From an optimization exercise on the open Yosys and OpenROAD flow, aimed at small area, a short achievable clock period and few clock cycles per item; shortcuts taken in it are not production practice. Where RTL was checked, it was by simulation tests only, not by an equivalence proof against the original. The RTL of run 5 was laid out without a check of its function. No activity file was given, so power comes from the tool's default toggle rates.

==> design.v <==
`timescale 1ns / 1ps
package dtrp_pkg;
    localparam int MAG_W   = 31;
    localparam int SPEED_W = 15;
    localparam int ROOT_W  = 32;
    localparam int RAD_W   = 2 * ROOT_W;
    localparam int NUM_W   = MAG_W + SPEED_W;
    localparam int QUOT_W  = 16;
    localparam int OUT_W   = 16;
    localparam int CIDX_W  = 3;
    localparam int CDAT_W  = 32;
    typedef enum logic [1:0] {
        ACT_START  = 2'd0,
        ACT_UPDATE = 2'd1,
        ACT_TICK   = 2'd2
    } t_action;
    localparam logic [1:0] CAUSE_NONE    = 2'd0;
    localparam logic [1:0] CAUSE_REACHED = 2'd1;
    localparam logic [1:0] CAUSE_TIMEOUT = 2'd2;
    localparam logic [CIDX_W-1:0] REG_OFFSET_X   = 3'd0;
    localparam logic [CIDX_W-1:0] REG_OFFSET_Y   = 3'd1;
    localparam logic [CIDX_W-1:0] REG_TGT_HDG    = 3'd2;
    localparam logic [CIDX_W-1:0] REG_SPEED      = 3'd3;
    localparam logic [CIDX_W-1:0] REG_THRESHOLD  = 3'd4;
    localparam logic [CIDX_W-1:0] REG_TIMEOUT    = 3'd5;
    localparam logic [CIDX_W-1:0] REG_STOP       = 3'd6;
endpackage
`timescale 1ns / 1ps
import dtrp_pkg::*;
module dtrp_sqrt (
    input  logic [35:0] i_s,
    input  logic        i_f,
    input  logic [31:0] i_r,
    input  logic [34:0] i_dxy,
    output logic [35:0] o_s,
    output logic        o_f,
    output logic [31:0] o_r,
    output logic        o_c1
);
    logic [39:0] ea, xy, k1, k2, d1, d2, s1, c1, s2, c2;
    logic [32:0] rp1;
    assign ea = {{2{i_s[35]}}, i_s, 2'b00};
    assign xy = {5'b0, i_dxy};
    assign k1 = i_f ? {4'b0000, i_r, 4'b1100} : ~{4'b0000, i_r, 4'b0100};
    assign k2 = i_f ? 40'd0 : ~{3'b000, i_r, 5'b10000};
    assign s1  = ea ^ xy ^ k1;
    assign c1  = {((ea[38:0] & xy[38:0]) | (ea[38:0] & k1[38:0]) | (xy[38:0] & k1[38:0])), !i_f};
    assign s2  = ea ^ xy ^ k2;
    assign c2  = {((ea[38:0] & xy[38:0]) | (ea[38:0] & k2[38:0]) | (xy[38:0] & k2[38:0])), !i_f};
    assign d1  = s1 + c1;
    assign d2  = s2 + c2;
    assign rp1 = {1'b0, i_r} + 33'd1;
    assign o_c1 = !d1[39];
    always_comb begin
        if (!d2[39]) begin
            o_s = d2[35:0];
            o_f = 1'b0;
            o_r = {rp1[30:0], 1'b0};
        end else if (!d1[39]) begin
            o_s = d1[35:0];
            o_f = 1'b0;
            o_r = {i_r[30:0], 1'b1};
        end else begin
            o_s = d1[35:0];
            o_f = 1'b1;
            o_r = {i_r[30:0], 1'b0};
        end
    end
endmodule
`timescale 1ns / 1ps
import dtrp_pkg::*;
module dtrp_div (
    input  logic [32:0] i_s,
    input  logic        i_f,
    input  logic [30:0] i_a,
    input  logic [31:0] i_r,
    input  logic        i_bit,
    output logic [32:0] o_s,
    output logic        o_f,
    output logic [1:0]  o_qd
);
    logic [35:0] sa, aa, k1, k2, d1, d2, s1, c1, s2, c2;
    assign sa = {{2{i_s[32]}}, i_s, 1'b0};
    assign aa = i_bit ? {5'b0, i_a} : 36'd0;
    assign k1 = i_f ? {4'b0000, i_r} : ~{4'b0000, i_r};
    assign k2 = i_f ? 36'd0 : ~{3'b000, i_r, 1'b0};
    assign s1 = sa ^ aa ^ k1;
    assign c1 = {((sa[34:0] & aa[34:0]) | (sa[34:0] & k1[34:0]) | (aa[34:0] & k1[34:0])), !i_f};
    assign s2 = sa ^ aa ^ k2;
    assign c2 = {((sa[34:0] & aa[34:0]) | (sa[34:0] & k2[34:0]) | (aa[34:0] & k2[34:0])), !i_f};
    assign d1 = s1 + c1;
    assign d2 = s2 + c2;
    always_comb begin
        if (!d2[35]) begin
            o_s  = d2[32:0];
            o_f  = 1'b0;
            o_qd = 2'd2;
        end else if (!d1[35]) begin
            o_s  = d1[32:0];
            o_f  = 1'b0;
            o_qd = 2'd1;
        end else begin
            o_s  = d1[32:0];
            o_f  = 1'b1;
            o_qd = 2'd0;
        end
    end
endmodule
`timescale 1ns / 1ps
import dtrp_pkg::*;
module dtrp_rot_step (
    input  logic [2:0] i_rem,
    input  logic [1:0] i_bits,
    output logic [2:0] o_rem,
    output logic [1:0] o_q
);
    logic [4:0] v;
    assign v = {i_rem, i_bits};
    always_comb begin
        if (v >= 5'd15) begin
            o_q = 2'd3; o_rem = 3'(v - 5'd15);
        end else if (v >= 5'd10) begin
            o_q = 2'd2; o_rem = 3'(v - 5'd10);
        end else if (v >= 5'd5) begin
            o_q = 2'd1; o_rem = 3'(v - 5'd5);
        end else begin
            o_q = 2'd0; o_rem = v[2:0];
        end
    end
endmodule
module dtrp_rot (
    input  logic [9:0]       i_q5,
    input  logic [2:0]       i_r5,
    input  logic             i_big,
    input  logic             i_neg,
    output logic [OUT_W-1:0] o_vel_rot
);
    logic [4:0]  frac;
    logic [14:0] v;
    always_comb begin
        case (i_r5)
            3'd1:    frac = 5'd6;
            3'd2:    frac = 5'd12;
            3'd3:    frac = 5'd19;
            3'd4:    frac = 5'd25;
            default: frac = 5'd0;
        endcase
    end
    assign v = i_big ? 15'd24576 : {i_q5, frac};
    assign o_vel_rot = i_neg ? (16'd0 - {1'b0, v}) : {1'b0, v};
endmodule
`timescale 1ns / 1ps
import dtrp_pkg::*;
module drive_to_relative_point #(
    parameter int POS_WIDTH     = 32,
    parameter int VEL_FRAC_BITS = 15
) (
    input  logic                 i_clk,
    input  logic                 i_rst_n,
    input  logic                 i_cfg_we,
    input  logic [CIDX_W-1:0]    i_cfg_idx,
    input  logic [CDAT_W-1:0]    i_cfg_wdata,
    input  logic                 i_in_valid,
    output logic                 o_in_ready,
    input  logic [1:0]           i_action,
    input  logic [POS_WIDTH-1:0] i_pos_x,
    input  logic [POS_WIDTH-1:0] i_pos_y,
    input  logic [31:0]          i_yaw,
    output logic                 o_out_valid,
    input  logic                 i_out_ready,
    output logic [OUT_W-1:0]     o_vel_x,
    output logic [OUT_W-1:0]     o_vel_y,
    output logic [OUT_W-1:0]     o_vel_rot,
    output logic                 o_finished,
    output logic [1:0]           o_finish_cause,
    output logic                 o_stop_drive
);
    localparam int QD = 8;      
    localparam int QA = 3;      
    typedef enum logic [2:0] {
        S_IDLE, S_CLAMP, S_ABS, S_LZ, S_SQ, S_END
    } t_front;
    logic [31:0]        r_off_x, r_off_y, r_tgt_hdg;
    logic [SPEED_W-1:0] r_speed;
    logic [15:0]        r_thresh;
    logic [23:0]        r_tmo;
    logic               r_stop;
    logic [31:0]        r_goal_x, r_goal_y;
    logic               r_running;
    logic [23:0]        r_ticks;
    t_front             s_state;
    logic               r_in_ready;
    logic [32:0]        r_dx, r_dy, r_err;
    logic               r_xneg, r_yneg, r_eneg, r_shift, r_big;
    logic [30:0]        r_x, r_y;
    logic [35:0]        r_e;
    logic               r_ef;
    logic [31:0]        r_r;
    logic [4:0]         r_ptr;
    logic               r_pend;
    logic [QA-1:0]      r_pend_idx;
    logic               r_bx, r_by;
    logic [34:0]        r_dxy;
    logic               d_valid, d_run;
    logic [30:0]        d_ax, d_ay;
    logic [31:0]        d_r;
    logic [32:0]        d_remx, d_remy;
    logic               d_fx, d_fy;
    logic [SPEED_W-1:0] d_qx, d_qy;
    logic               d_xneg, d_yneg;
    logic [3:0]         d_j;
    logic               d_bit;
    logic [11:0]        d_e;
    logic [2:0]         d_r5;
    logic [2:0]         d_rcnt;
    logic               d_big, d_eneg;
    logic [3:0]         q_mem [QD];
    logic [QA-1:0]      q_wr, q_rd;
    logic [QA:0]        q_cnt;
    logic               r_out_valid;
    logic [OUT_W-1:0]   r_o_vx, r_o_vy, r_o_vrot;
    logic               r_o_fin, r_o_sdrv;
    logic [1:0]         r_o_cause;
    always_ff @(posedge i_clk) begin
        if (!i_rst_n) begin
            r_off_x   <= '0;
            r_off_y   <= '0;
            r_tgt_hdg <= '0;
            r_speed   <= '0;
            r_thresh  <= 16'd256;
            r_tmo     <= '0;
            r_stop    <= 1'b0;
        end else if (i_cfg_we) begin
            case (i_cfg_idx)
                REG_OFFSET_X:  r_off_x   <= i_cfg_wdata;
                REG_OFFSET_Y:  r_off_y   <= i_cfg_wdata;
                REG_TGT_HDG:   r_tgt_hdg <= i_cfg_wdata;
                REG_SPEED:     r_speed   <= i_cfg_wdata[SPEED_W-1:0];
                REG_THRESHOLD: r_thresh  <= i_cfg_wdata[15:0];
                REG_TIMEOUT:   r_tmo     <= i_cfg_wdata[23:0];
                REG_STOP:      r_stop    <= i_cfg_wdata[0];
                default: ;
            endcase
        end
    end
    logic        accept, is_start;
    logic [31:0] op_x, op_y;
    logic [32:0] sum_x, sum_y, err;
    logic [11:0] err_lo;
    logic        err_big;
    logic [23:0] n_ticks;
    logic        tmo_hit;
    logic [31:0] ax32, ay32;
    logic        wide;
    logic [30:0] nz;
    logic [4:0]  lead;
    logic        lead_bx, lead_by;
    logic [1:0]  lead_x2, lead_y2, lead_r;
    logic [4:0]  lead_m, lead_e;
    logic [35:0] e_n;
    logic        ef_n;
    logic [31:0] r_n;
    logic        c1_n;
    logic [4:0]  ptr_m1, ptr_m2;
    logic        nxt_bx, nxt_by;
    logic [30:0] x_n, y_n;
    logic [34:0] dxy_n, dxy_lead;
    logic        reach_d, running_eff, sq_last, direct;
    logic        q_push, q_pop, pop_upd, d_free, d_done, q_room, handoff;
    logic [3:0]  q_in;
    logic [3:0]  q_head;
    logic        head_ok, can_load;
    t_front      s_next;
    logic [3:0]  spd_lead;
    assign accept   = i_in_valid && r_in_ready;
    assign is_start = (i_action == ACT_START);
    assign op_x     = is_start ? r_off_x : r_goal_x;
    assign op_y     = is_start ? r_off_y : r_goal_y;
    assign sum_x    = 33'($signed(op_x))
                    + 33'($signed(is_start ? i_pos_x : ~i_pos_x))
                    + 33'(!is_start);
    assign sum_y    = 33'($signed(op_y))
                    + 33'($signed(is_start ? i_pos_y : ~i_pos_y))
                    + 33'(!is_start);
    assign err      = 33'($signed(r_tgt_hdg)) - 33'($signed(i_yaw));
    assign n_ticks  = (r_ticks != '1) ? (r_ticks + 24'd1) : r_ticks;
    assign tmo_hit  = (r_tmo != '0) && (n_ticks >= r_tmo);
    assign ax32    = r_dx[32] ? 32'(33'd0 - r_dx) : r_dx[31:0];
    assign ay32    = r_dy[32] ? 32'(33'd0 - r_dy) : r_dy[31:0];
    assign wide    = ax32[31] | ay32[31];
    assign err_lo  = r_err[32] ? (12'd0 - r_err[11:0]) : r_err[11:0];
    assign err_big = r_err[32] ? ($signed(r_err) <= -33'sd3840)
                               : (r_err >= 33'd3840);
    assign nz = r_dx[30:0] | r_dy[30:0];
    always_comb begin
        lead = '0;
        for (int i = 0; i < 31; i++) begin
            if (nz[i]) lead = 5'(i);
        end
    end
    assign lead_x2 = {r_dx[lead], (lead != '0) && r_dx[lead - 5'd1]};
    assign lead_y2 = {r_dy[lead], (lead != '0) && r_dy[lead - 5'd1]};
    assign lead_m  = {3'd0, lead_x2} * {3'd0, lead_x2}
                   + {3'd0, lead_y2} * {3'd0, lead_y2};
    assign lead_r  = (lead_m >= 5'd16) ? 2'd2 : (lead_m >= 5'd4) ? 2'd1 : 2'd0;
    assign lead_e  = lead_m - {1'b0, lead_r, 2'b00} * {3'd0, lead_r};
    assign lead_bx = (lead > 5'd1) && r_dx[lead - 5'd2];
    assign lead_by = (lead > 5'd1) && r_dy[lead - 5'd2];
    assign ptr_m1  = r_ptr - 5'd1;
    assign ptr_m2  = r_ptr - 5'd2;
    assign nxt_bx  = (r_ptr > 5'd1) && r_dx[ptr_m2];
    assign nxt_by  = (r_ptr > 5'd1) && r_dy[ptr_m2];
    assign x_n      = {r_x[29:0], r_bx};
    assign y_n      = {r_y[29:0], r_by};
    assign dxy_n    = (nxt_bx ? {2'b00, x_n, 2'b01} : 35'd0)
                    + (nxt_by ? {2'b00, y_n, 2'b01} : 35'd0);
    assign dxy_lead = (lead_bx ? {29'd0, lead_x2, 2'b01} : 35'd0)
                    + (lead_by ? {29'd0, lead_y2, 2'b01} : 35'd0);
    dtrp_sqrt u_sqrt (
        .i_s  (r_e),
        .i_f  (r_ef),
        .i_r  (r_r),
        .i_dxy (r_dxy),
        .o_s  (e_n),
        .o_f  (ef_n),
        .o_r  (r_n),
        .o_c1 (c1_n)
    );
    assign reach_d     = r_pend && !r_shift && (d_r <= {16'd0, r_thresh});
    assign running_eff = r_running && !reach_d;
    always_comb begin
        spd_lead = '0;
        for (int i = 0; i < SPEED_W; i++) begin
            if (r_speed[i]) spd_lead = 4'(i);
        end
    end
    assign q_head   = q_mem[q_rd];
    assign d_done   = d_valid && !d_run && (d_rcnt == '0);
    assign can_load = !r_out_valid || i_out_ready;
    assign head_ok  = (q_cnt != '0) && (!q_head[3] || d_done);
    assign q_pop    = can_load && head_ok;
    assign pop_upd  = q_pop && q_head[3];
    assign d_free   = !d_valid || (d_done && !r_out_valid &&
                                   (q_cnt != '0) && q_head[3]);
    assign q_room   = (q_cnt != (QA+1)'(QD));
    assign sq_last  = (s_state == S_SQ) && (r_ptr == '0);
    assign direct   = sq_last && d_free && q_room;
    assign handoff  = ((s_state == S_END) || sq_last) && d_free && q_room;
    always_comb begin
        q_push = 1'b0;
        q_in   = 4'b0;
        s_next = s_state;
        case (s_state)
            S_IDLE: begin
                if (accept) begin
                    case (i_action)
                        ACT_START: begin
                            q_push = 1'b1;
                            s_next = S_CLAMP;
                        end
                        ACT_UPDATE: begin
                            if (running_eff) s_next = S_ABS;
                            else           q_push = 1'b1;
                        end
                        ACT_TICK: begin
                            q_push = 1'b1;
                            if (running_eff && tmo_hit)
                                q_in = {1'b0, CAUSE_TIMEOUT, r_stop};
                        end
                        default: q_push = 1'b1;
                    endcase
                end
            end
            S_CLAMP: s_next = S_IDLE;
            S_ABS:   s_next = S_LZ;
            S_LZ:    s_next = (lead == '0) ? S_END : S_SQ;
            S_SQ: begin
                if (direct) begin
                    q_push = 1'b1;
                    q_in   = {1'b1, CAUSE_NONE, 1'b0};
                    s_next = S_IDLE;
                end else if (r_ptr == '0) begin
                    s_next = S_END;
                end
            end
            S_END: begin
                if (handoff) begin
                    q_push = 1'b1;
                    q_in   = {1'b1, CAUSE_NONE, 1'b0};
                    s_next = S_IDLE;
                end
            end
            default: s_next = S_IDLE;
        endcase
    end
    always_ff @(posedge i_clk) begin
        if (!i_rst_n) begin
            s_state    <= S_IDLE;
            r_in_ready <= 1'b1;
            r_pend     <= 1'b0;
            r_goal_x   <= '0;
            r_goal_y   <= '0;
            r_running  <= 1'b0;
            r_ticks    <= '0;
        end else begin
            s_state    <= s_next;
            r_in_ready <= (s_next == S_IDLE) &&
                          ((q_cnt + (QA+1)'(q_push) - (QA+1)'(q_pop)) != (QA+1)'(QD));
            r_pend <= handoff;
            if (handoff) r_pend_idx <= q_wr;
            if (reach_d) r_running <= 1'b0;
            if (accept) begin
                case (i_action)
                    ACT_START: begin
                        r_ticks   <= '0;
                        r_running <= 1'b1;
                    end
                    ACT_TICK: begin
                        if (running_eff) begin
                            r_ticks <= n_ticks;
                            if (tmo_hit) r_running <= 1'b0;
                        end
                    end
                    default: ;
                endcase
            end
            if (s_state == S_CLAMP) begin
                r_goal_x <= (r_dx[32:31] == 2'b01) ? 32'h7FFF_FFFF :
                            (r_dx[32:31] == 2'b10) ? 32'h8000_0000 : r_dx[31:0];
                r_goal_y <= (r_dy[32:31] == 2'b01) ? 32'h7FFF_FFFF :
                            (r_dy[32:31] == 2'b10) ? 32'h8000_0000 : r_dy[31:0];
            end
        end
    end
    always_ff @(posedge i_clk) begin
        case (s_state)
            S_IDLE: begin
                r_dx  <= sum_x;
                r_dy  <= sum_y;
                r_err <= err;
            end
            S_ABS: begin
                r_dx    <= {2'b00, wide ? ax32[31:1] : ax32[30:0]};
                r_dy    <= {2'b00, wide ? ay32[31:1] : ay32[30:0]};
                r_xneg  <= r_dx[32];
                r_yneg  <= r_dy[32];
                r_shift <= wide;
                r_err   <= {21'd0, err_lo};
                r_eneg  <= r_err[32];
                r_big   <= err_big;
            end
            S_LZ: begin
                r_r   <= (lead == '0) ? {31'd0, (nz != '0)} : {30'd0, lead_r};
            end
            S_SQ: begin
                r_r   <= r_n;
            end
            default: ;
        endcase
    end
    always_ff @(posedge i_clk) begin
        if (s_state == S_LZ) begin
            r_x   <= {29'd0, lead_x2};
            r_y   <= {29'd0, lead_y2};
            r_e   <= {31'd0, lead_e};
            r_ef  <= 1'b0;
            r_ptr <= lead - 5'd1;
            r_bx  <= lead_bx;
            r_by  <= lead_by;
            r_dxy <= dxy_lead;
        end else begin
            r_e   <= e_n;
            r_ef  <= ef_n;
            r_x   <= x_n;
            r_y   <= y_n;
            r_ptr <= ptr_m1;
            r_bx  <= nxt_bx;
            r_by  <= nxt_by;
            r_dxy <= dxy_n;
        end
    end
    logic [32:0] remx_n, remy_n;
    logic        fx_n, fy_n;
    logic [1:0]  qdx, qdy;
    logic [3:0]  j_m1;
    logic [15:0] spd16;
    logic [SPEED_W-2:0] qx_inc, qy_inc;
    logic [2:0]  r5_n;
    logic [1:0]  q5_n;
    assign j_m1  = d_j - 4'd1;
    assign qx_inc = d_qx[SPEED_W-2:0] + 14'd1;
    assign qy_inc = d_qy[SPEED_W-2:0] + 14'd1;
    assign spd16 = {1'b0, r_speed};
    dtrp_div u_divx (
        .i_s   (d_remx),
        .i_f   (d_fx),
        .i_a   (d_ax),
        .i_r   (d_r),
        .i_bit (d_bit),
        .o_s   (remx_n),
        .o_f   (fx_n),
        .o_qd  (qdx)
    );
    dtrp_div u_divy (
        .i_s   (d_remy),
        .i_f   (d_fy),
        .i_a   (d_ay),
        .i_r   (d_r),
        .i_bit (d_bit),
        .o_s   (remy_n),
        .o_f   (fy_n),
        .o_qd  (qdy)
    );
    dtrp_rot_step u_rot_step (
        .i_rem  (d_r5),
        .i_bits (d_e[11:10]),
        .o_rem  (r5_n),
        .o_q    (q5_n)
    );
    always_ff @(posedge i_clk) begin
        if (!i_rst_n) begin
            d_valid <= 1'b0;
            d_run   <= 1'b0;
            d_rcnt  <= '0;
        end else if (handoff) begin
            d_valid <= 1'b1;
            d_run   <= (direct || (r_r != '0)) && (r_speed != '0);
            d_rcnt  <= 3'd6;
        end else begin
            if (pop_upd) d_valid <= 1'b0;
            if (d_run && d_j == '0) d_run <= 1'b0;
            if (d_rcnt != '0) d_rcnt <= d_rcnt - 3'd1;
        end
    end
    always_ff @(posedge i_clk) begin
        if (handoff) begin
            d_ax   <= r_dx[30:0];
            d_ay   <= r_dy[30:0];
            d_r    <= direct ? {r_r[30:0], c1_n} : r_r;
            d_qx   <= '0;
            d_qy   <= '0;
            d_xneg <= r_xneg;
            d_yneg <= r_yneg;
            d_e    <= r_err[11:0];
            d_r5   <= '0;
            d_big  <= r_big;
            d_eneg <= r_eneg;
        end else begin
            if (d_run) begin
                d_qx   <= {qdx[1] ? qx_inc : d_qx[SPEED_W-2:0], qdx[0]};
                d_qy   <= {qdy[1] ? qy_inc : d_qy[SPEED_W-2:0], qdy[0]};
            end
            if (d_rcnt != '0) begin
                d_e  <= {d_e[9:0], q5_n};
                d_r5 <= r5_n;
            end
        end
    end
    always_ff @(posedge i_clk) begin
        if (handoff) begin
            d_remx <= '0;
            d_remy <= '0;
            d_fx   <= 1'b0;
            d_fy   <= 1'b0;
            d_j    <= spd_lead;
            d_bit  <= 1'b1;
        end else begin
            d_remx <= remx_n;
            d_remy <= remy_n;
            d_fx   <= fx_n;
            d_fy   <= fy_n;
            d_j    <= j_m1;
            d_bit  <= spd16[j_m1];
        end
    end
    always_ff @(posedge i_clk) begin
        if (!i_rst_n) begin
            q_wr  <= '0;
            q_rd  <= '0;
            q_cnt <= '0;
        end else begin
            if (q_push) begin
                q_mem[q_wr] <= q_in;
                q_wr        <= q_wr + 1'b1;
            end
            if (reach_d) begin
                q_mem[r_pend_idx] <= {1'b1, CAUSE_REACHED, r_stop};
            end
            if (q_pop) q_rd <= q_rd + 1'b1;
            q_cnt <= q_cnt + (QA+1)'(q_push) - (QA+1)'(q_pop);
        end
    end
    logic [OUT_W-1:0] vx, vy, vrot;
    assign vx = d_xneg ? (OUT_W'(0) - OUT_W'(d_qx)) : OUT_W'(d_qx);
    assign vy = d_yneg ? (OUT_W'(0) - OUT_W'(d_qy)) : OUT_W'(d_qy);
    dtrp_rot u_rot (
        .i_q5      (d_e[9:0]),
        .i_r5      (d_r5),
        .i_big     (d_big),
        .i_neg     (d_eneg),
        .o_vel_rot (vrot)
    );
    always_ff @(posedge i_clk) begin
        if (!i_rst_n) begin
            r_out_valid <= 1'b0;
        end else if (can_load) begin
            r_out_valid <= head_ok;
        end
    end
    always_ff @(posedge i_clk) begin
        if (q_pop) begin
            r_o_vx    <= q_head[3] ? vx   : '0;
            r_o_vy    <= q_head[3] ? vy   : '0;
            r_o_vrot  <= q_head[3] ? vrot : '0;
            r_o_fin   <= |q_head[2:1];
            r_o_cause <= q_head[2:1];
            r_o_sdrv  <= q_head[0];
        end
    end
    assign o_in_ready     = r_in_ready;
    assign o_out_valid    = r_out_valid;
    assign o_vel_x        = r_o_vx;
    assign o_vel_y        = r_o_vy;
    assign o_vel_rot      = r_o_vrot;
    assign o_finished     = r_o_fin;
    assign o_finish_cause = r_o_cause;
    assign o_stop_drive   = r_o_sdrv;
endmodule
==> run.sh <==
#!/bin/bash
# synth_recipe.tcl (not shown) runs the flow's synth.tcl, then flattens the netlist and writes it again
# the make line also repeats each setting of config.mk as NAME=value (left out here)
make -C /OpenROAD-flow-scripts/flow DESIGN_CONFIG=/design/flow/config.mk WORK_HOME=/design/flow/orfs CLKGATE_MAP_FILE= SYNTH_SCRIPT=/design/flow/synth_recipe.tcl finish
==> config.mk <==
export PLATFORM = sky130hd
export DESIGN_NAME = drive_to_relative_point
export DESIGN_NICKNAME = drive_to_relative_point
export VERILOG_FILES = /design/flow/design.v
export SDC_FILE = /design/flow/constraint.sdc
export NUM_CORES = 4
export LEC_CHECK = 0
export ABC_AREA = 1
export CAP_MARGIN = 10
export CORE_MARGIN = 2
export CORE_UTILIZATION = 60
export SETUP_SLACK_MARGIN = 5
export SLEW_MARGIN = 10
==> constraint.sdc <==
create_clock -name core_clock -period 11.0 [get_ports {i_clk}]
set_input_delay 2.2000 -clock core_clock [delete_from_list [all_inputs] [get_ports {i_clk}]]
set_output_delay 2.2000 -clock core_clock [all_outputs]
set_load 0.01 [all_outputs]
==> impl_metrics.toml, run 1 <==
[logic_synthesis]
synthArstFlopShare = 0
yosysTopAreaCellShare = 0.1705
ys_seq_area_frac = 0.3188
synth_warnings = 5
yosys.cell_count.top_type = "nand2_1"
synthFlopType = "dfxtp_1"
synth.distinct_cells = 70
synth_seq_cells = 842
syn_area_mm2 = 0.06257
syn_avg_cell_area_um2 = 7.505
synth_edf_count = 309
synth_nets = 9214
netlist_instances = 8337
synth_common_cells = "1444 x nand2_1, 1180 x inv_1, 864 x nor2_1, 774 x a21oi_1, 665 x o21ai_0"
ys_top_cells_by_area = "dfxtp_1 17%, edfxtp_1 15%, ha_1 11%"
yosysTopAreaCell = "dfxtp_1"

[power]
pwr-share-comb = 0.670
pwr_density_cell_mw_per_mm2 = 369.4
p_seq_frac = 0.201
clkPwrFrac = 0.130
power_switching_w = 0.01273
leakage_nw = 32.69
p_int_w = 0.01300
switching_share = 0.4949
irDropWorstVdd_mv = 0.3689

[floorplan]
initial_core_util = 0.6046
num_io_pins = 192
rows = 118
die_area_mm2 = 0.1069
die_y_um = 326.9
coreArea_mm2 = 0.1035
fp.dieW_um = 326.9

[drt]
vias = 56840
first_iter_violations = 5266
routedWlPerCell_um = 18.97
firstDrtPassIters = 6
drc = 0
wirelength_mm = 187.5
routed_via_density = 5.749
antenna_left = 0

[setup_path]
critPathBufInv = 6
cp_top_family = "compound AO/OA/AOI/OAI gates"
crit_fanout = 8
start_kind = "input pin"
crit_arrival_ns = 6.15
path_class = "input pin to flop"
reg2reg_to = "r_e[2]"
crit_required_ns = 11.45
slowest_stage = "fa_1"
cpMostUsedCell = "nand2_1"
slowest_delay_ns = 0.38
reg2reg_depth = 36
endpoint_kind = "flop"
rrSetupSlack_ns = 5.35
r2r_start = "r_dy[2]"

[grt]
grt_pass1_vias = 54240
antenna_found_initial = 7
grt-ovfl-total = 0
grt_max_degree = 171
grt_pass1_wl_mm = 295.5
grt_usage = 0.3451

[place]
hpwl_mm = 138.4
place_congestion = 1.016
dp.cells = 9644
place_ws_ns = 2.664
numPortBuffers = 191

[min_path]
min_from = "r_x[27]"
hold_depth = 2
hold_end = "r_x[28]"
min-delay-path-class = "flop to flop"

[clock_tree]
clock_latency_ns = 0.70
clockRootBuffer = "clkbuf_16"
ctsLongestPathBuffers = 3
path_clk_slew_ns = 0.06
h-tree-depth = 3
cts.sinks = 842
tritoncts = "done"
cts_buffers = 97

[timing]
fin_setup_tns_ns = 0
period_minus_slack_ns = 5.709
fin_crit_sh = 0.5190
rsz0062_at_grt = "true"
fmax_mhz = 175.2
setup-violations-final = 0
clock_skew_ns = 0.02216
worstMarginPinSlew_ns = 1.197
maxSlewViolCount = 0
relSlewSlack = 0.1948
setup_slack_ns = 5.291
hold_viol = 0

[final_layout]
areaGrowthSynthToFinish_pct = 11.34
drive_above_1_share = 0.05020
finalNetCount = 9299
final_cells = 9887
post-route-util = 0.6731
n_fill_cell = 9017

[status]
status = "timing/DRC/antenna clean"

[job]
maxCapViolations = 0
sequential cells by signal, indices dropped and copies added (netlist names), 30 cells and up, named ones only:
register,flops
d_remx,33
d_r,32
d_ay,31
r_goal_x,32
r_r,32
d_remy,33
r_y,30
r_e,36
d_ax,31
r_tgt_hdg,32
r_x,30
r_err,33
r_off_y,32
r_dxy,34
r_dx,33
r_dy,33
q_mem,32
r_goal_y,32
r_off_x,32
layer usage:
metal	GRT usage	share of wire	vias up
met3	0.05880	0.079	439
met5	0	0.00014	-
li1	-	-	27650
met4	0.1244	0.039	4
met1	0.4633	0.43	26650
met2	0.5613	0.45	2097
per-stage QoR:
stage	power (W)	hold slack (ns)	cell area (µm²)
final	0.02573	0.4327	69670
after global routing	0.02822	0.4530	69660
after detailed placement	0.02173	0.4168	65370
after CTS	0.02535	0.4360	69110
after floorplan	0.01795	0.4003	62570
after global placement	0.02136	0.4078	65370
layout make-up:
type                            instances  area, µm²  area share
Inverter                             1197       4539     0.06516
Clock inverter                         57      561.8    0.008064
Sequential cell                       842      19960      0.2865
Antenna cell                            1      2.502  0.00003592
Multi-Input combinational cell       5978      37060      0.5320
Tap cell                             1380       1727     0.02478
Clock buffer                          126       2671     0.03834
Timing Repair Buffer                  305       3136     0.04501
Timing Repair inverter                  1      7.507   0.0001078
worst max path at each step:
stage	to	from	depth (start not counted)
3_5_place_dp	r_dy[32]	i_action[1]	28
5_1_grt	r_dxy[29]	r_ptr[1]	32
2_1_floorplan	r_dy[32]	i_action[1]	29
6_report	r_dx[32]	i_action[0]	32
4_1_cts	r_e[3]	r_dx[2]	36
3_3_place_gp	r_dy[32]	i_action[1]	28
power by group through the flow:
stage          Combinational [W]  Clock [W]  Sequential, W
2_1_floorplan             0.0131          0        0.00487
3_3_place_gp              0.0162          0        0.00520
3_5_place_dp              0.0165          0        0.00521
4_1_cts                   0.0168    0.00338        0.00514
5_1_grt                   0.0195    0.00349        0.00524
6_report                  0.0172    0.00333        0.00516
cells by family (layout without fill, tap and decap cells):
| logic type | count (synthesis) | in the layout | synth area share |
|---|---|---|---|
| DFF | 842 | 842 | 0.3188 |
| buffers and inverters | 1518 | 1686 | 0.09369 |
| and+or+nand+nor | 2994 | 2995 | 0.1976 |
| muxes | 2 | 2 | 0.0003200 |
| xor gates and xnor gates | 409 | 409 | 0.05749 |
| adders and majority gates | 739 | 739 | 0.1711 |
| other | 0 | 1 | 0 |
| AOI/OAI and AO/OA | 1833 | 1833 | 0.1610 |
layout by cell type, fill, tap and decap left out, types with 13 or more instances in the layout:
cell,instances
inv_1,1169
a211oi_1,40
fa_1,192
clkinv_2,22
a21oi_2,18
ha_1,542
o21ai_0,649
inv_2,14
dfxtp_1,530
nand4_1,77
nand2_1,1439
a21oi_1,768
nor2_1,853
buf_4,87
o21bai_1,15
a22oi_1,20
o21ai_1,76
nor4_1,39
edfxtp_1,309
o21ai_2,19
xor2_1,248
a31oi_1,38
o21a_1,32
o22ai_1,16
a21o_1,15
clkinvlp_4,13
xnor2_1,157
o211ai_1,51
nand3_1,409
nor3_1,108
clkbuf_16,105
clkdlybuf4s50_1,188
clkbuf_1,20
timing repair:
| action | in CTS | in global routing |
|---|---|---|
| endpoints found under the setup margin | 120 | 141 |
| resized for setup | 47 | 84 |
| pin swaps | 3 | 8 |
| buffers inserted | 26 | 22 |
| hold buffers | 0 | 0 |
| gates cloned | 4 | 6 |
worst min-delay path: cells and delay by family, from the launching register on:
family        cells  cell delay [ns]
buf+inv           1             0.06
flops             1             0.29
simple gates      1             0.04
Testbench counts, summed over its fixed seeds: cycles 67,409, items 6,400.
==> inputs of run 2 (changes only) <==
--- a/config.mk
+++ b/config.mk
@@ -8,6 +8,6 @@
 export ABC_AREA = 1
 export CAP_MARGIN = 10
 export CORE_MARGIN = 2
-export CORE_UTILIZATION = 60
+export CORE_UTILIZATION = 55
 export SETUP_SLACK_MARGIN = 5
 export SLEW_MARGIN = 10
==> run 2 against run 1 <==
Still clean. Final cell count increased by 1.4%. Clock skew is 0.014 ns higher. Final area is 0.58% higher. Worst setup slack gained 0.057 ns. Total power increased by 0.74%. Highest routed layer is now met4.
==> impl_metrics.toml, run 2 <==
[floorplan]
rows = 123
initial_core_util = 0.5554
fp.dieW_um = 341.3
die_area_mm2 = 0.1165
die_y_um = 341.3
coreArea_mm2 = 0.1127
num_io_pins = 192

[setup_path]
cpMostUsedCell = "nand3_1"
crit_required_ns = 11.65
endpoint_kind = "flop"
crit_arrival_ns = 6.30
slowest_stage = "edfxtp_1"
rrSetupSlack_ns = 5.35
path_class = "flop to flop"
start_kind = "flop"
slowest_delay_ns = 0.44
crit_fanout = 34

[final_layout]
layout_common_cells = "1436 x nand2_1, 1166 x inv_1, 853 x nor2_1"
regArea_mm2 = 0.01996
regMostFlops = "r_e"
areaGrowthSynthToFinish_pct = 11.98
multi_input_area_mm2 = 0.03704
largest_register_ffs = 36
final_cells = 10030
reg.largest.list = "r_e: 36 flops, r_dxy: 34 flops"
n_fill_cell = 10380
drive_above_1_share = 0.05302
finalNetCount = 9316
antennaDiodeCount = 0
final_common_cell = "nand2_1"

[drt]
first_iter_violations = 4601
firstDrtPassIters = 6
routed_via_density = 5.624
drc = 0
vias = 56380
routedWlPerCell_um = 18.99
antenna_left = 0
wirelength_mm = 190.3

[logic_synthesis]
synth.distinct_cells = 70
synth_warnings = 5
synth_common_cells = "1444 x nand2_1, 1180 x inv_1, 864 x nor2_1, 774 x a21oi_1, 665 x o21ai_0"
yosys.cell_count.top_type = "nand2_1"
synth_seq_cells = 842
netlist_instances = 8337
synthFlopType = "dfxtp_1"
synthArstFlopShare = 0
syn_area_mm2 = 0.06257
synth_nets = 9214
syn_avg_cell_area_um2 = 7.505
ys_top_cells_by_area = "dfxtp_1 17%, edfxtp_1 15%, ha_1 11%"
synth_edf_count = 309
yosysTopAreaCellShare = 0.1705
yosysTopAreaCell = "dfxtp_1"
ys_seq_area_frac = 0.3188

[clock_tree]
cts.sinks = 842
clockRootBuffer = "clkbuf_16"
h-tree-depth = 3
ctsLongestPathBuffers = 3
path_clk_slew_ns = 0.06
cts_buffers = 99
tritoncts = "done"
cts_hold_buf = 0
clock_latency_ns = 0.71

[timing]
setup-violations-final = 0
hold_viol = 0
fin_setup_tns_ns = 0
period_minus_slack_ns = 5.652
worstMarginPinSlew_ns = 1.196
rsz0062_at_grt = "false"
fin_crit_sh = 0.5138
relSlewSlack = 0.2029
fmax_mhz = 176.9
clock_skew_ns = 0.03596
maxSlewViolCount = 0

[power]
pwr_density_cell_mw_per_mm2 = 369.9
leakage_nw = 32.85
irDropWorstVdd_mv = 0.2983

[grt]
antenna_found_initial = 0
grt_pass1_vias = 53970
grt_max_degree = 81
grtUsageMet3 = 0.04133
grt.met2_usage = 0.5250
grt_usage = 0.3223
grt-ovfl-total = 0
top_usage_layer = "met2"
grtUsageMet1 = 0.4389
grt_pass1_wl_mm = 298.8

[min_path]
min-delay-path-class = "flop to flop"

[place]
dp.cells = 9769
numPortBuffers = 191
place_congestion = 0.9801
hpwl_mm = 141.4

[status]
status = "timing/DRC/antenna clean"

[job]
maxCapViolations = 0
==> run 2: changes by cell type in the layout (fill, tap and decap cells not counted), sizes merged <==
| cell | delta |
|---|---|
| bufinv | +4 |
| clkinv | -6 |
| buf | +17 |
| nand2 | -1 |
| clkbuf | +10 |
| clkinvlp | +1 |
| inv | -6 |
| diode | -1 |
==> run 2: worst paths after layout <==
| check | endpoint | cells after the start | startpoint |
|---|---|---|---|
| setup / recovery | r_e[2] | 36 | r_dx[4] |
| setup reg to reg | r_e[2] | 36 | r_dx[4] |
| hold / removal | r_y[7] | 2 | r_y[6] |
| hold reg to reg | r_y[7] | 2 | r_y[6] |
==> run 2: layout make-up <==
cell class,instances,share of cell area
clock buffers,139,0.04134
clock inverters,48,0.008536
inverters,1197,0.06482
multi-input cells,5977,0.5286
flip-flops and latches,842,0.2848
well taps,1500,0.02679
repair buffers,319,0.04486
repair inverters,3,0.0002500
==> run 2: repair_timing <==
item                       CTS  global route
gates cloned                 4             4
pin swaps                    4             7
setup buffers               22            39
setup endpoints to repair  102           173
gates resized for setup     42            82
==> run 2: logic make-up after synthesis <==
family | synth area share
xor+xnor | 0.05749
fa+ha+maj | 0.1711
simple gates | 0.1976
buf+inv | 0.09369
mux | 0.0003200
flops | 0.3188
compound gates | 0.1610
==> run 2: per-layer routing <==
| metal | part of all wire | vias to the layer above |
|---|---|---|
| li1 | - | 27700 |
| met1 | 0.45 | 26510 |
| met2 | 0.45 | 1817 |
| met3 | 0.063 | 354 |
| met4 | 0.039 | 0 |
| met5 | 0 | - |
==> run 2: metrics by stage <==
| step | instance area (µm²) | util | setup slack, ns | hold WS, ns | total power (W) |
|---|---|---|---|---|---|
| after floorplan | 62570 | - | 5.005 | 0.4003 | 0.01795 |
| after global placement | 65550 | 0.5818 | 3.490 | 0.4236 | 0.02152 |
| final | 70070 | 0.6220 | 5.348 | 0.4204 | 0.02592 |
| after CTS | 69520 | 0.6171 | 5.007 | 0.4209 | 0.02562 |
| after detailed placement | 65550 | 0.5819 | 3.423 | 0.4257 | 0.02175 |
| after global routing | 70070 | 0.6220 | 4.991 | 0.4387 | 0.02852 |
==> run 2: power breakdown <==
part | internal, W | leakage (nW) | total [W] | switching, W
sequential | 0.00435 | 7.37 | 0.00515 | 0.000794
clock | 0.00212 | 1.71 | 0.00354 | 0.00142
combinational | 0.00674 | 23.8 | 0.0172 | 0.0105
total | 0.0132 | 32.8 | 0.0259 | 0.0127
==> run 2: worst max-delay path, delay by kind of cell (launching register included) <==
kind | cells | cell delay [ns]
AND/OR/NAND/NOR | 26 | 2.67
adder cells (fa/ha/maj) | 5 | 1.51
buffers and inverters | 5 | 0.93
flip-flops | 1 | 0.44
==> inputs of run 3 (changes only) <==
--- a/config.mk
+++ b/config.mk
@@ -6,8 +6,8 @@
 export NUM_CORES = 4
 export LEC_CHECK = 0
 export ABC_AREA = 1
-export CAP_MARGIN = 10
+export CAP_MARGIN = 5
 export CORE_MARGIN = 2
-export CORE_UTILIZATION = 55
+export CORE_UTILIZATION = 60
 export SETUP_SLACK_MARGIN = 5
-export SLEW_MARGIN = 10
+export SLEW_MARGIN = 5
==> run 3 against run 2 <==
Sequential power is essentially flat. Area after synthesis is the same. Global-route usage is 2.3 points higher.
==> impl_metrics.toml, run 3 <==
[floorplan]
coreArea_mm2 = 0.1035
initial_core_util = 0.6046
num_io_pins = 192
die_y_um = 326.9
die_area_mm2 = 0.1069
fp.dieW_um = 326.9
rows = 118

[clock_tree]
path_clk_slew_ns = 0.06
cts_hold_buf = 0
cts.sinks = 842
h-tree-depth = 3
ctsLongestPathBuffers = 3
tritoncts = "done"
clock_latency_ns = 0.70
clockRootBuffer = "clkbuf_16"
cts_buffers = 97

[timing]
hold_viol = 0
worstMarginPinSlew_ns = 1.243
setup-violations-final = 0
clock_skew_ns = 0.01984
rsz0062_at_grt = "true"
maxSlewViolCount = 0
fin_setup_tns_ns = 0
fmax_mhz = 175.6
holdWs_ns = 0.4321
relSlewSlack = 0.1714
period_minus_slack_ns = 5.693
fin_crit_sh = 0.5176

[final_layout]
layout_common_cells = "1439 x nand2_1, 1169 x inv_1, 853 x nor2_1"
final_common_cell = "nand2_1"
multi_input_area_mm2 = 0.03706
regArea_mm2 = 0.01996
areaGrowthSynthToFinish_pct = 11.30
regMostFlops = "r_e"
drive_above_1_share = 0.05009
final_cells = 9886
n_fill_cell = 9025
post-route-util = 0.6729
finalNetCount = 9298
reg.largest.list = "r_e: 36 flops, r_dxy: 34 flops"
largest_register_ffs = 36

[setup_path]
crit_required_ns = 11.45
crit_fanout = 8
r2r_start = "r_dx[2]"
reg2reg_depth = 36
reg2reg_to = "r_e[2]"
slowest_stage = "fa_1"
start_kind = "input pin"
crit_arrival_ns = 6.14
rrSetupSlack_ns = 5.32
slowest_delay_ns = 0.38
cpMostUsedCell = "nand2_1"
endpoint_kind = "flop"
path_class = "input pin to flop"

[power]
pwr-share-comb = 0.670
power_switching_w = 0.01274
irDropWorstVdd_mv = 0.3698
p_int_w = 0.01300
leakage_nw = 32.68
switching_share = 0.4950
clkPwrFrac = 0.130
pwr_density_cell_mw_per_mm2 = 369.6
p_seq_frac = 0.200

[place]
dp.cells = 9644
numPortBuffers = 191
hpwl_mm = 138.4
place_congestion = 1.016

[logic_synthesis]
synth_edf_count = 309
synth_warnings = 5
synth.distinct_cells = 70
synth_nets = 9214
yosysTopAreaCellShare = 0.1705
synth_seq_cells = 842
synth-xor-area-share = 0.05749
yosysTopAreaCell = "dfxtp_1"
netlist_instances = 8337
synth_fa_ha_area_frac = 0.1711
ys_seq_area_frac = 0.3188
syn_avg_cell_area_um2 = 7.505
synth_top_family_by_area = "simple AND/OR/NAND/NOR gates"
synthFlopType = "dfxtp_1"
ys_top_cells_by_area = "dfxtp_1 17%, edfxtp_1 15%, ha_1 11%"
synth-compound-area-share = 0.1610
synth_mux_area_frac = 0.0003199
syn_area_mm2 = 0.06257
yosys.cell_count.top_type = "nand2_1"
synthArstFlopShare = 0
synthSimpleGateAreaFrac = 0.1976
synth_common_cells = "1444 x nand2_1, 1180 x inv_1, 864 x nor2_1, 774 x a21oi_1, 665 x o21ai_0"

[grt]
grt_max_degree = 171
top_usage_layer = "met2"
grtUsageMet1 = 0.4633
grt-ovfl-total = 0
antenna_found_initial = 7
grt.met2_usage = 0.5613
grt_pass1_wl_mm = 295.5
grt_usage = 0.3451
grt_pass1_vias = 54240
grtUsageMet3 = 0.05880

[drt]
drc = 0
vias = 56710
firstDrtPassIters = 8
antenna_left = 0
first_iter_violations = 5327
wirelength_mm = 187.4
routedWlPerCell_um = 18.95
routed_via_density = 5.736

[min_path]
min-delay-path-class = "flop to flop"
hold_end = "r_x[28]"
hold_depth = 2
min_from = "r_x[27]"

[status]
status = "timing/DRC/antenna clean"

[job]
maxCapViolations = 0
-- run 3: metal layers --
metal	up-vias	wire, µm
met1	26620	80360
li1	27660	-
met5	-	27
met3	417	14200
met2	2011	85510
met4	4	7260
-- run 3: critical path, delay by kind of cell --
family / cells / cell delay [ns]
AOI/OAI and AO/OA: 11 / 1.39
adders and majority gates: 1 / 0.38
buffers and inverters: 6 / 0.68
muxes: 1 / 0.23
and+or+nand+nor: 13 / 1.26
-- run 3: layout make-up --
class | instances | share of cell area
tap | 1380 | 0.02479
sequential | 842 | 0.2866
timing repair buffer | 304 | 0.04463
multi-input combinational | 5978 | 0.5322
clock buffer | 126 | 0.03836
antenna | 1 | 0.00003593
timing repair inverter | 1 | 0.0001078
clock inverter | 57 | 0.008067
inverter | 1197 | 0.06518
-- run 3: what timing repair did --
item                                    CTS  global route
endpoints found under the setup margin  120           141
buffers inserted                         26            22
endpoints found under the hold margin     0             0
pin swaps                                 3             8
resized for setup                        47            84
gates cloned                              4             6
-- run 3: power groups by stage --
stage                     clock [W]  sequential [W]  combinational, W
after floorplan                   0         0.00487            0.0131
after global placement            0         0.00520            0.0162
after detailed placement          0         0.00521            0.0165
after CTS                   0.00338         0.00514            0.0168
after global routing        0.00349         0.00524            0.0195
final                       0.00334         0.00516            0.0172
-- run 3: how the worst max path moves through the flow --
stage	startpoint	endpoint	slack, ns	depth (start not counted)
global route	r_ptr[1]	r_dxy[29]	4.99	32
finish	i_action[0]	r_dx[32]	5.31	32
detailed placement	i_action[1]	r_dy[32]	2.66	28
CTS	r_dx[2]	r_e[3]	5.00	36
global placement	i_action[1]	r_dy[32]	2.75	28
floorplan	i_action[1]	r_dy[32]	5.01	29
-- run 3: through the flow --
step	cell area (µm²)	setup slack [ns]	power, W
finish	69640	5.307	0.02574
global route	69640	4.987	0.02822
CTS	69110	5.004	0.02535
detailed placement	65370	2.664	0.02173
global placement	65370	2.747	0.02136
floorplan	62570	5.005	0.01795
-- run 3: cells by family after synthesis --
| family | after synthesis |
|---|---|
| DFF | 842 |
| and+or+nand+nor | 2994 |
| xor gates and xnor gates | 409 |
| buffers and inverters | 1518 |
| AOI/OAI and AO/OA | 1833 |
| muxes | 2 |
| adders and majority gates | 739 |
==> inputs of run 4 (changes only) <==
--- a/design.v
+++ b/design.v
@@ -262,7 +262,8 @@
     logic [31:0] r_n;
     logic        c1_n;
     logic [4:0]  ptr_m1, ptr_m2;
-    logic        nxt_bx, nxt_by;
+    logic        nxt_bx, nxt_by, sel_bx, sel_by;
+    logic [4:0]  sel_i;
     logic [30:0] x_n, y_n;
     logic [34:0] dxy_n, dxy_lead;
     logic        reach_d, running_eff, sq_last, direct;
@@ -304,12 +305,15 @@
                    + {3'd0, lead_y2} * {3'd0, lead_y2};
     assign lead_r  = (lead_m >= 5'd16) ? 2'd2 : (lead_m >= 5'd4) ? 2'd1 : 2'd0;
     assign lead_e  = lead_m - {1'b0, lead_r, 2'b00} * {3'd0, lead_r};
-    assign lead_bx = (lead > 5'd1) && r_dx[lead - 5'd2];
-    assign lead_by = (lead > 5'd1) && r_dy[lead - 5'd2];
+    assign sel_i   = (s_state == S_LZ) ? (lead - 5'd2) : ptr_m2;
+    assign sel_bx  = r_dx[sel_i];
+    assign sel_by  = r_dy[sel_i];
+    assign lead_bx = (lead > 5'd1) && sel_bx;
+    assign lead_by = (lead > 5'd1) && sel_by;
     assign ptr_m1  = r_ptr - 5'd1;
     assign ptr_m2  = r_ptr - 5'd2;
-    assign nxt_bx  = (r_ptr > 5'd1) && r_dx[ptr_m2];
-    assign nxt_by  = (r_ptr > 5'd1) && r_dy[ptr_m2];
+    assign nxt_bx  = (r_ptr > 5'd1) && sel_bx;
+    assign nxt_by  = (r_ptr > 5'd1) && sel_by;
     assign x_n      = {r_x[29:0], r_bx};
     assign y_n      = {r_y[29:0], r_by};
     assign dxy_n    = (nxt_bx ? {2'b00, x_n, 2'b01} : 35'd0)
--- a/config.mk
+++ b/config.mk
@@ -6,8 +6,8 @@
 export NUM_CORES = 4
 export LEC_CHECK = 0
 export ABC_AREA = 1
-export CAP_MARGIN = 5
+export CAP_MARGIN = 20
 export CORE_MARGIN = 2
 export CORE_UTILIZATION = 60
 export SETUP_SLACK_MARGIN = 5
-export SLEW_MARGIN = 5
+export SLEW_MARGIN = 20
==> run 4 against run 3 <==
Via count decreased by 1.1%. Register-to-register slack got worse by 1.1 ns. Clock skew increased by 0.021 ns. Synthesized cell count decreased by 3.4%. Clock power increased by 4%. Flip-flop and latch count unchanged. Clock-buffer cell count increased by 11. Critical path depth increased by 22.
==> impl_metrics.toml, run 4 <==
[status]
status = "timing/DRC/antenna clean"

[timing]
setup-violations-final = 0
fin_crit_sh = 0.6158
clock_skew_ns = 0.04109
period_minus_slack_ns = 6.773
worstMarginPinSlew_ns = 1.150
fin_setup_tns_ns = 0
holdWs_ns = 0.4280
hold_viol = 0
setup_slack_ns = 4.227
maxSlewViolCount = 0
relSlewSlack = 0.2332
rsz0062_at_grt = "true"
fmax_mhz = 147.6

[power]
irDropWorstVdd_mv = 0.5534
leakage_nw = 32.39
p_total_w = 0.02533
pwr_density_cell_mw_per_mm2 = 360.1

[grt]
grt_usage = 0.3482
antenna_found_initial = 6
grt_pass1_wl_mm = 287.1
grt_pass1_vias = 52570
grt_max_degree = 91
grt-ovfl-total = 0

[final_layout]
multi_input_area_mm2 = 0.03683
largest_register_ffs = 36
drive_above_1_share = 0.07961
regMostFlops = "r_e"
final_common_cell = "nand2_1"
regArea_mm2 = 0.01996
finalNetCount = 9131
post-route-util = 0.6923
areaGrowthSynthToFinish_pct = 14.53
layout_common_cells = "1246 x nand2_1, 1119 x inv_1, 835 x nor2_1"
reg.largest.list = "r_e: 36 flops, r_dxy: 34 flops"
n_fill_cell = 8657

[setup_path]
crit_required_ns = 11.64
crit_arrival_ns = 7.42
slowest_stage = "edfxtp_1"
endpoint_kind = "flop"
crit_fanout = 17
r2r_start = "r_dx[2]"
start_kind = "flop"
cpMostUsedCell = "nand3_1"
reg2reg_depth = 54
reg2reg_to = "r_dxy[28]"
path_class = "flop to flop"
rrSetupSlack_ns = 4.23
slowest_delay_ns = 0.45

[place]
hpwl_mm = 136.1
place_congestion = 0.9780
numPortBuffers = 191
place_ws_ns = 2.814

[logic_synthesis]
yosysTopAreaCellShare = 0.1737
synth_nets = 8929
synth-compound-area-share = 0.1705
synth_edf_count = 309
synth_warnings = 5
ys_seq_area_frac = 0.3248
netlist_instances = 8055
synthFlopType = "dfxtp_1"
yosys.cell_count.top_type = "nand2_1"
synth_common_cells = "1281 x nand2_1, 1133 x inv_1, 850 x nor2_1, 771 x a21oi_1, 687 x o21ai_0"
synth_top_family_by_area = "simple AND/OR/NAND/NOR gates"
yosysTopAreaCell = "dfxtp_1"
synthSimpleGateAreaFrac = 0.1837
synth.distinct_cells = 74
synth_mux_area_frac = 0.0003260
synth-xor-area-share = 0.05460
synth_fa_ha_area_frac = 0.1737
synth_seq_cells = 842
syn_avg_cell_area_um2 = 7.624
ys_top_cells_by_area = "dfxtp_1 17%, edfxtp_1 15%, ha_1 11%"
synthArstFlopShare = 0
syn_area_mm2 = 0.06142

[clock_tree]
cts.sinks = 842
clock_latency_ns = 0.72
path_clk_slew_ns = 0.06
tritoncts = "done"
h-tree-depth = 3
clockRootBuffer = "clkbuf_16"
ctsLongestPathBuffers = 3
cts_buffers = 97

[drt]
wirelength_mm = 187.7
routed_via_density = 5.777
drt-met1-wl_mm = 79.64
vias = 56110
top_layer = "met5"
antenna_left = 0
route.met3.wl_mm = 16.82
firstDrtPassIters = 7
drc = 0
routedWlPerCell_um = 19.33
wl_met2_mm = 84.01
first_iter_violations = 5457

[floorplan]
initial_core_util = 0.6045
rows = 117
num_io_pins = 192
fp.dieW_um = 323.9
die_y_um = 323.9
die_area_mm2 = 0.1049
coreArea_mm2 = 0.1016

[job]
maxCapViolations = 0

[min_path]
hold_depth = 0
hold_end = "d_eneg"
min_from = "r_eneg"
min-delay-path-class = "flop to flop"
## run 4: cell types whose count changed after synthesis, sizes merged, moves of 10 or more
cell,delta
nand2,-157
nand3,-96
inv,-43
xor2,-39
o21ai,+35
o211ai,+28
clkbuf,-20
a211oi,+19
a22oi,-18
nand4,-14
a21oi,-13
nor2,+12
xnor2,+12
nor3,-10
## run 4: power by group
group / internal (W) / switching [W] / leakage (nW)
Sequential: 0.00423 / 0.000612 / 7.47
Clock: 0.00206 / 0.00143 / 1.66
Combinational: 0.00681 / 0.0102 / 23.3
Total: 0.0131 / 0.0122 / 32.4
## run 4: worst max-delay path by stage
stage | depth (start not counted) | end | start
after floorplan | 55 | r_dxy[30] | r_dy[2]
final | 54 | r_dxy[28] | r_dx[2]
after detailed placement | 27 | r_dy[32] | i_action[0]
after global placement | 27 | r_dy[32] | i_action[0]
after CTS | 67 | r_dxy[30] | r_dx[3]
after global routing | 68 | r_dxy[32] | r_dx[1]
## run 4: metrics by stage
| step | cells | area [µm²] |
|---|---|---|
| after detailed placement | 9363 | 64300 |
| after floorplan | 8055 | 61520 |
| after global routing | 9710 | 70330 |
| final | 9713 | 70340 |
| after CTS | 9645 | 69230 |
| after global placement | 9363 | 64300 |
## run 4: cells by family after synthesis
logic type / count (synthesis)
AOI/OAI and AO/OA: 1901
xor gates and xnor gates: 382
adders and majority gates: 736
buffers and inverters: 1465
DFF: 842
muxes: 2
and+or+nand+nor: 2727
## run 4: routing by layer
layer / vias up / GRT usage
li1: 27100 / -
met1: 26330 / 0.4718
met2: 2275 / 0.5491
met3: 402 / 0.06855
met4: 8 / 0.1343
met5: - / 0
## run 4: timing repair
action	in CTS	in global routing
hold buffers	0	0
setup buffers	83	58
gates resized for setup	120	129
endpoints found under the hold margin	0	0
gates cloned	16	4
pin swaps	39	79
setup endpoints to repair	84	140
## run 4: cell type report
cell class	count	area share
diodes	4	0.0001423
inverters	1157	0.06272
repair inverters	1	0.0001601
well taps	1368	0.02434
clock buffers	137	0.04006
flip-flops and latches	842	0.2837
clock inverters	46	0.009001
repair buffers	401	0.05621
multi-input cells	5757	0.5236
## run 4: worst max-delay path: cells and delay by family (launching register included)
family / cells / cell delay (ns)
simple gates: 29 / 2.44
buf+inv: 10 / 1.19
fa+ha+maj: 2 / 0.52
flops: 1 / 0.45
compound gates: 13 / 2.07
Testbench counts of run 4, summed over its fixed seeds: cycles 67,409, items 6,400.
==> inputs of run 5 (changes only) <==
--- a/design.v
+++ b/design.v
@@ -178,7 +178,7 @@
     localparam int QD = 8;      
     localparam int QA = 3;      
     typedef enum logic [2:0] {
-        S_IDLE, S_CLAMP, S_ABS, S_LZ, S_SQ, S_END
+        S_IDLE, S_DIF, S_ABS, S_LZ, S_SQ, S_END
     } t_front;
     logic [31:0]        r_off_x, r_off_y, r_tgt_hdg;
     logic [SPEED_W-1:0] r_speed;
@@ -191,6 +191,7 @@
     t_front             s_state;
     logic               r_in_ready;
     logic [32:0]        r_dx, r_dy, r_err;
+    logic               r_start;
     logic               r_xneg, r_yneg, r_eneg, r_shift, r_big;
     logic [30:0]        r_x, r_y;
     logic [35:0]        r_e;
@@ -199,7 +200,7 @@
     logic [4:0]         r_ptr;
     logic               r_pend;
     logic [QA-1:0]      r_pend_idx;
-    logic               r_bx, r_by;
+    logic               r_bx, r_by, r_nbx, r_nby;
     logic [34:0]        r_dxy;
     logic               d_valid, d_run;
     logic [30:0]        d_ax, d_ay;
@@ -261,9 +262,9 @@
     logic        ef_n;
     logic [31:0] r_n;
     logic        c1_n;
-    logic [4:0]  ptr_m1, ptr_m2;
-    logic        nxt_bx, nxt_by, sel_bx, sel_by;
-    logic [4:0]  sel_i;
+    logic [4:0]  ptr_m1, ptr_m2, ptr_m3;
+    logic        lead_nbx, lead_nby;
+    logic        nxt_bx, nxt_by;
     logic [30:0] x_n, y_n;
     logic [34:0] dxy_n, dxy_lead;
     logic        reach_d, running_eff, sq_last, direct;
@@ -275,15 +276,15 @@
     logic [3:0]  spd_lead;
     assign accept   = i_in_valid && r_in_ready;
     assign is_start = (i_action == ACT_START);
-    assign op_x     = is_start ? r_off_x : r_goal_x;
-    assign op_y     = is_start ? r_off_y : r_goal_y;
+    assign op_x     = r_start ? r_off_x : r_goal_x;
+    assign op_y     = r_start ? r_off_y : r_goal_y;
     assign sum_x    = 33'($signed(op_x))
-                    + 33'($signed(is_start ? i_pos_x : ~i_pos_x))
-                    + 33'(!is_start);
+                    + (r_start ? r_dx : ~r_dx)
+                    + 33'(!r_start);
     assign sum_y    = 33'($signed(op_y))
-                    + 33'($signed(is_start ? i_pos_y : ~i_pos_y))
-                    + 33'(!is_start);
-    assign err      = 33'($signed(r_tgt_hdg)) - 33'($signed(i_yaw));
+                    + (r_start ? r_dy : ~r_dy)
+                    + 33'(!r_start);
+    assign err      = 33'($signed(r_tgt_hdg)) - r_err;
     assign n_ticks  = (r_ticks != '1) ? (r_ticks + 24'd1) : r_ticks;
     assign tmo_hit  = (r_tmo != '0) && (n_ticks >= r_tmo);
     assign ax32    = r_dx[32] ? 32'(33'd0 - r_dx) : r_dx[31:0];
@@ -305,19 +306,19 @@
                    + {3'd0, lead_y2} * {3'd0, lead_y2};
     assign lead_r  = (lead_m >= 5'd16) ? 2'd2 : (lead_m >= 5'd4) ? 2'd1 : 2'd0;
     assign lead_e  = lead_m - {1'b0, lead_r, 2'b00} * {3'd0, lead_r};
-    assign sel_i   = (s_state == S_LZ) ? (lead - 5'd2) : ptr_m2;
-    assign sel_bx  = r_dx[sel_i];
-    assign sel_by  = r_dy[sel_i];
-    assign lead_bx = (lead > 5'd1) && sel_bx;
-    assign lead_by = (lead > 5'd1) && sel_by;
+    assign lead_bx = (lead > 5'd1) && r_dx[lead - 5'd2];
+    assign lead_by = (lead > 5'd1) && r_dy[lead - 5'd2];
     assign ptr_m1  = r_ptr - 5'd1;
     assign ptr_m2  = r_ptr - 5'd2;
-    assign nxt_bx  = (r_ptr > 5'd1) && sel_bx;
-    assign nxt_by  = (r_ptr > 5'd1) && sel_by;
+    assign ptr_m3  = r_ptr - 5'd3;
+    assign nxt_bx  = (r_ptr > 5'd2) && r_dx[ptr_m3];
+    assign nxt_by  = (r_ptr > 5'd2) && r_dy[ptr_m3];
+    assign lead_nbx = (lead > 5'd2) && r_dx[lead - 5'd3];
+    assign lead_nby = (lead > 5'd2) && r_dy[lead - 5'd3];
     assign x_n      = {r_x[29:0], r_bx};
     assign y_n      = {r_y[29:0], r_by};
-    assign dxy_n    = (nxt_bx ? {2'b00, x_n, 2'b01} : 35'd0)
-                    + (nxt_by ? {2'b00, y_n, 2'b01} : 35'd0);
+    assign dxy_n    = (r_nbx ? {2'b00, x_n, 2'b01} : 35'd0)
+                    + (r_nby ? {2'b00, y_n, 2'b01} : 35'd0);
     assign dxy_lead = (lead_bx ? {29'd0, lead_x2, 2'b01} : 35'd0)
                     + (lead_by ? {29'd0, lead_y2, 2'b01} : 35'd0);
     dtrp_sqrt u_sqrt (
@@ -360,10 +361,10 @@
                     case (i_action)
                         ACT_START: begin
                             q_push = 1'b1;
-                            s_next = S_CLAMP;
+                            s_next = S_DIF;
                         end
                         ACT_UPDATE: begin
-                            if (running_eff) s_next = S_ABS;
+                            if (running_eff) s_next = S_DIF;
                             else           q_push = 1'b1;
                         end
                         ACT_TICK: begin
@@ -375,7 +376,7 @@
                     endcase
                 end
             end
-            S_CLAMP: s_next = S_IDLE;
+            S_DIF:   s_next = r_start ? S_IDLE : S_ABS;
             S_ABS:   s_next = S_LZ;
             S_LZ:    s_next = (lead == '0) ? S_END : S_SQ;
             S_SQ: begin
@@ -428,17 +429,23 @@
                     default: ;
                 endcase
             end
-            if (s_state == S_CLAMP) begin
-                r_goal_x <= (r_dx[32:31] == 2'b01) ? 32'h7FFF_FFFF :
-                            (r_dx[32:31] == 2'b10) ? 32'h8000_0000 : r_dx[31:0];
-                r_goal_y <= (r_dy[32:31] == 2'b01) ? 32'h7FFF_FFFF :
-                            (r_dy[32:31] == 2'b10) ? 32'h8000_0000 : r_dy[31:0];
+            if (s_state == S_DIF && r_start) begin
+                r_goal_x <= (sum_x[32:31] == 2'b01) ? 32'h7FFF_FFFF :
+                            (sum_x[32:31] == 2'b10) ? 32'h8000_0000 : sum_x[31:0];
+                r_goal_y <= (sum_y[32:31] == 2'b01) ? 32'h7FFF_FFFF :
+                            (sum_y[32:31] == 2'b10) ? 32'h8000_0000 : sum_y[31:0];
             end
         end
     end
     always_ff @(posedge i_clk) begin
         case (s_state)
             S_IDLE: begin
+                r_start <= is_start;
+                r_dx    <= {i_pos_x[31], i_pos_x};
+                r_dy    <= {i_pos_y[31], i_pos_y};
+                r_err   <= {i_yaw[31], i_yaw};
+            end
+            S_DIF: begin
                 r_dx  <= sum_x;
                 r_dy  <= sum_y;
                 r_err <= err;
@@ -471,6 +478,8 @@
             r_ptr <= lead - 5'd1;
             r_bx  <= lead_bx;
             r_by  <= lead_by;
+            r_nbx <= lead_nbx;
+            r_nby <= lead_nby;
             r_dxy <= dxy_lead;
         end else begin
             r_e   <= e_n;
@@ -478,8 +487,10 @@
             r_x   <= x_n;
             r_y   <= y_n;
             r_ptr <= ptr_m1;
-            r_bx  <= nxt_bx;
-            r_by  <= nxt_by;
+            r_bx  <= r_nbx;
+            r_by  <= r_nby;
+            r_nbx <= nxt_bx;
+            r_nby <= nxt_by;
             r_dxy <= dxy_n;
         end
     end
--- a/config.mk
+++ b/config.mk
@@ -5,9 +5,8 @@
 export SDC_FILE = /design/flow/constraint.sdc
 export NUM_CORES = 4
 export LEC_CHECK = 0
-export ABC_AREA = 1
 export CAP_MARGIN = 20
 export CORE_MARGIN = 2
-export CORE_UTILIZATION = 60
+export CORE_UTILIZATION = 40
 export SETUP_SLACK_MARGIN = 5
 export SLEW_MARGIN = 20
==> run 5 against run 4 <==
Area after synthesis rose by 8.2%. Hold slack gained 0.0089 ns. Clock-buffer cell count grew 4. Via count up 1.2%. Utilization fell by 24 points. Wire length rose by 13%. Critical path type unchanged.
==> impl_metrics.toml, run 5 <==
[grt]
antenna_found_initial = 10
grt-ovfl-total = 0
grt_pass1_wl_mm = 325.6
grt_max_degree = 171
grt_pass1_vias = 54590
grtUsageMet3 = 0.04518
top_usage_layer = "met2"
grtUsageMet1 = 0.3324
grt_usage = 0.2463

[logic_synthesis]
synth_common_cells = "904 x nand2_1, 676 x inv_1, 569 x nor2_1, 547 x ha_1, 535 x dfxtp_1"
yosys.cell_count.top_type = "nand2_1"
synthFlopType = "dfxtp_1"
ys_seq_area_frac = 0.3012
syn_avg_cell_area_um2 = 8.585
synth_seq_cells = 845
yosysTopAreaCell = "dfxtp_1"
ys_top_cells_by_area = "dfxtp_1 16%, edfxtp_1 14%, ha_1 10%"
synthArstFlopShare = 0
synth_warnings = 5
synth.distinct_cells = 99
synth_edf_count = 310
synth_nets = 8622
syn_area_mm2 = 0.06647
netlist_instances = 7743
yosysTopAreaCellShare = 0.1611

[final_layout]
areaGrowthSynthToFinish_pct = 12.41
regMostFlops = "r_e"
regArea_mm2 = 0.02002
final_common_cell = "nand2_1"
largest_register_ffs = 36
n_fill_cell = 16030
finalNetCount = 8654
drive_above_1_share = 0.07097
reg.largest.list = "r_e: 36 flops, r_dxy: 34 flops"
layout_common_cells = "904 x nand2_1, 672 x inv_1, 564 x nor2_1"
multi_input_area_mm2 = 0.04269
final_cell_area_mm2 = 0.07472
post-route-util = 0.4529

[drt]
first_iter_violations = 4857
antenna_left = 0
routed_via_density = 5.646
wirelength_mm = 213.0
vias = 56770
drc = 0
routedWlPerCell_um = 21.18
firstDrtPassIters = 8

[setup_path]
cp_top_family = "adder cells"
path_class = "flop to flop"
slowest_stage = "edfxtp_1"
rrSetupSlack_ns = 5.16
cpMostUsedCell = "ha_1"
crit_required_ns = 11.54
start_kind = "flop"
crit_arrival_ns = 6.38
critPathBufInv = 4
endpoint_kind = "flop"
crit_fanout = 17
slowest_delay_ns = 0.73

[clock_tree]
h-tree-depth = 3
ctsLongestPathBuffers = 3
cts.sinks = 845
tritoncts = "done"
cts_buffers = 102
path_clk_slew_ns = 0.06
clock_latency_ns = 0.77
clockRootBuffer = "clkbuf_16"

[timing]
fmax_mhz = 171.3
relSlewSlack = 0.2074
hold_viol = 0
worstMarginPinSlew_ns = 1.185
period_minus_slack_ns = 5.837
setup_slack_ns = 5.163
fin_crit_sh = 0.5307
rsz0062_at_grt = "true"
maxSlewViolCount = 0
setup-violations-final = 0
clock_skew_ns = 0.07312
fin_setup_tns_ns = 0

[floorplan]
die_area_mm2 = 0.1695
coreArea_mm2 = 0.1650
num_io_pins = 192
initial_core_util = 0.4029
die_y_um = 411.7
rows = 149

[power]
pwr_density_cell_mw_per_mm2 = 319.4
irDropWorstVdd_mv = 0.2209
p_int_w = 0.01286
switching_share = 0.4611
clkPwrFrac = 0.153
leakage_nw = 32.43
p_total_w = 0.02386
p_seq_frac = 0.194
pwr-share-comb = 0.653
power_switching_w = 0.01100

[min_path]
min-delay-path-class = "flop to flop"

[job]
maxCapViolations = 0

[place]
hpwl_mm = 158.5
post_dp_cell_area_mm2 = 0.07049
place_ws_ns = 4.034
place_congestion = 0.9444
numPortBuffers = 191

[status]
status = "timing/DRC/antenna clean"
==> run 5: changes by cell type in the layout (fill, tap and decap cells not counted), moves of 188 or more <==
cell	before	now
o21ai_0	675	417
nor2_1	835	564
inv_1	1119	672
a21oi_1	757	480
xnor2_1	167	355
nand2_1	1246	904
==> run 5: worst paths after layout <==
path,start,to,depth (start not counted)
setup reg to reg,r_dx[12],r_e[4],24
hold / removal,r_y[12],r_y[13],1
hold reg to reg,r_y[12],r_y[13],1
setup / recovery,r_dx[12],r_e[4],24
==> run 5: kinds of logic after synthesis <==
| group | count (synthesis) | synth area share |
|---|---|---|
| buffers and inverters | 1082 | 0.06255 |
| AO/OA/AOI/OAI | 1934 | 0.1886 |
| AND/OR/NAND/NOR | 2377 | 0.1670 |
| multiplexers | 215 | 0.04661 |
| adder cells (fa/ha/maj) | 752 | 0.1630 |
| flip-flops | 845 | 0.3012 |
| XOR/XNOR | 538 | 0.07100 |
==> run 5: final cells by class <==
| cell class | instances | share of cell area |
|---|---|---|
| antenna | 3 | 0.0001005 |
| clock buffer | 141 | 0.04051 |
| clock inverter | 51 | 0.008389 |
| inverter | 680 | 0.03443 |
| multi-input combinational | 5816 | 0.5713 |
| sequential | 845 | 0.2680 |
| tap | 2189 | 0.03665 |
| timing repair buffer | 329 | 0.04059 |
| timing repair inverter | 1 | 0.00006698 |
==> run 5: routing by layer <==
| layer | wire [µm] | vias to the layer above |
|---|---|---|
| met5 | 47 | - |
| li1 | - | 27170 |
| met2 | 93730 | 1926 |
| met4 | 10040 | 6 |
| met1 | 93380 | 27250 |
| met3 | 15800 | 417 |
==> run 5: what timing repair did <==
| item | CTS | global route |
|---|---|---|
| hold buffers | 0 | 0 |
| buffers inserted | 9 | 30 |
| gates resized for setup | 21 | 30 |
| cloned | 1 | 0 |
| pin swaps | 3 | 4 |
| setup endpoints to repair | 38 | 111 |
==> run 5: stage by stage <==
stage | hold slack (ns) | instances
floorplan | 0.4003 | 7743
global placement | 0.4265 | 9819
detailed placement | 0.4301 | 9820
CTS | 0.4336 | 10020
global route | 0.4491 | 10050
finish | 0.4369 | 10060
==> run 5: power by group through the flow <==
| stage | sequential [W] | combinational (W) | clock, W |
|---|---|---|---|
| floorplan | 0.00452 | 0.0117 | 0 |
| detailed placement | 0.00471 | 0.0152 | 0 |
| global route | 0.00472 | 0.0174 | 0.00383 |
| finish | 0.00463 | 0.0156 | 0.00364 |
| global placement | 0.00470 | 0.0150 | 0 |
| CTS | 0.00464 | 0.0154 | 0.00372 |

Check on run 5: ideal ports give 5.163 ns setup slack; a clkbuf_16 on the clock port and buf_2 on the inputs give 5.163 ns; moving port delays by the midpoint clock arrival (0.816 ns) as well gives 5.163 ns.
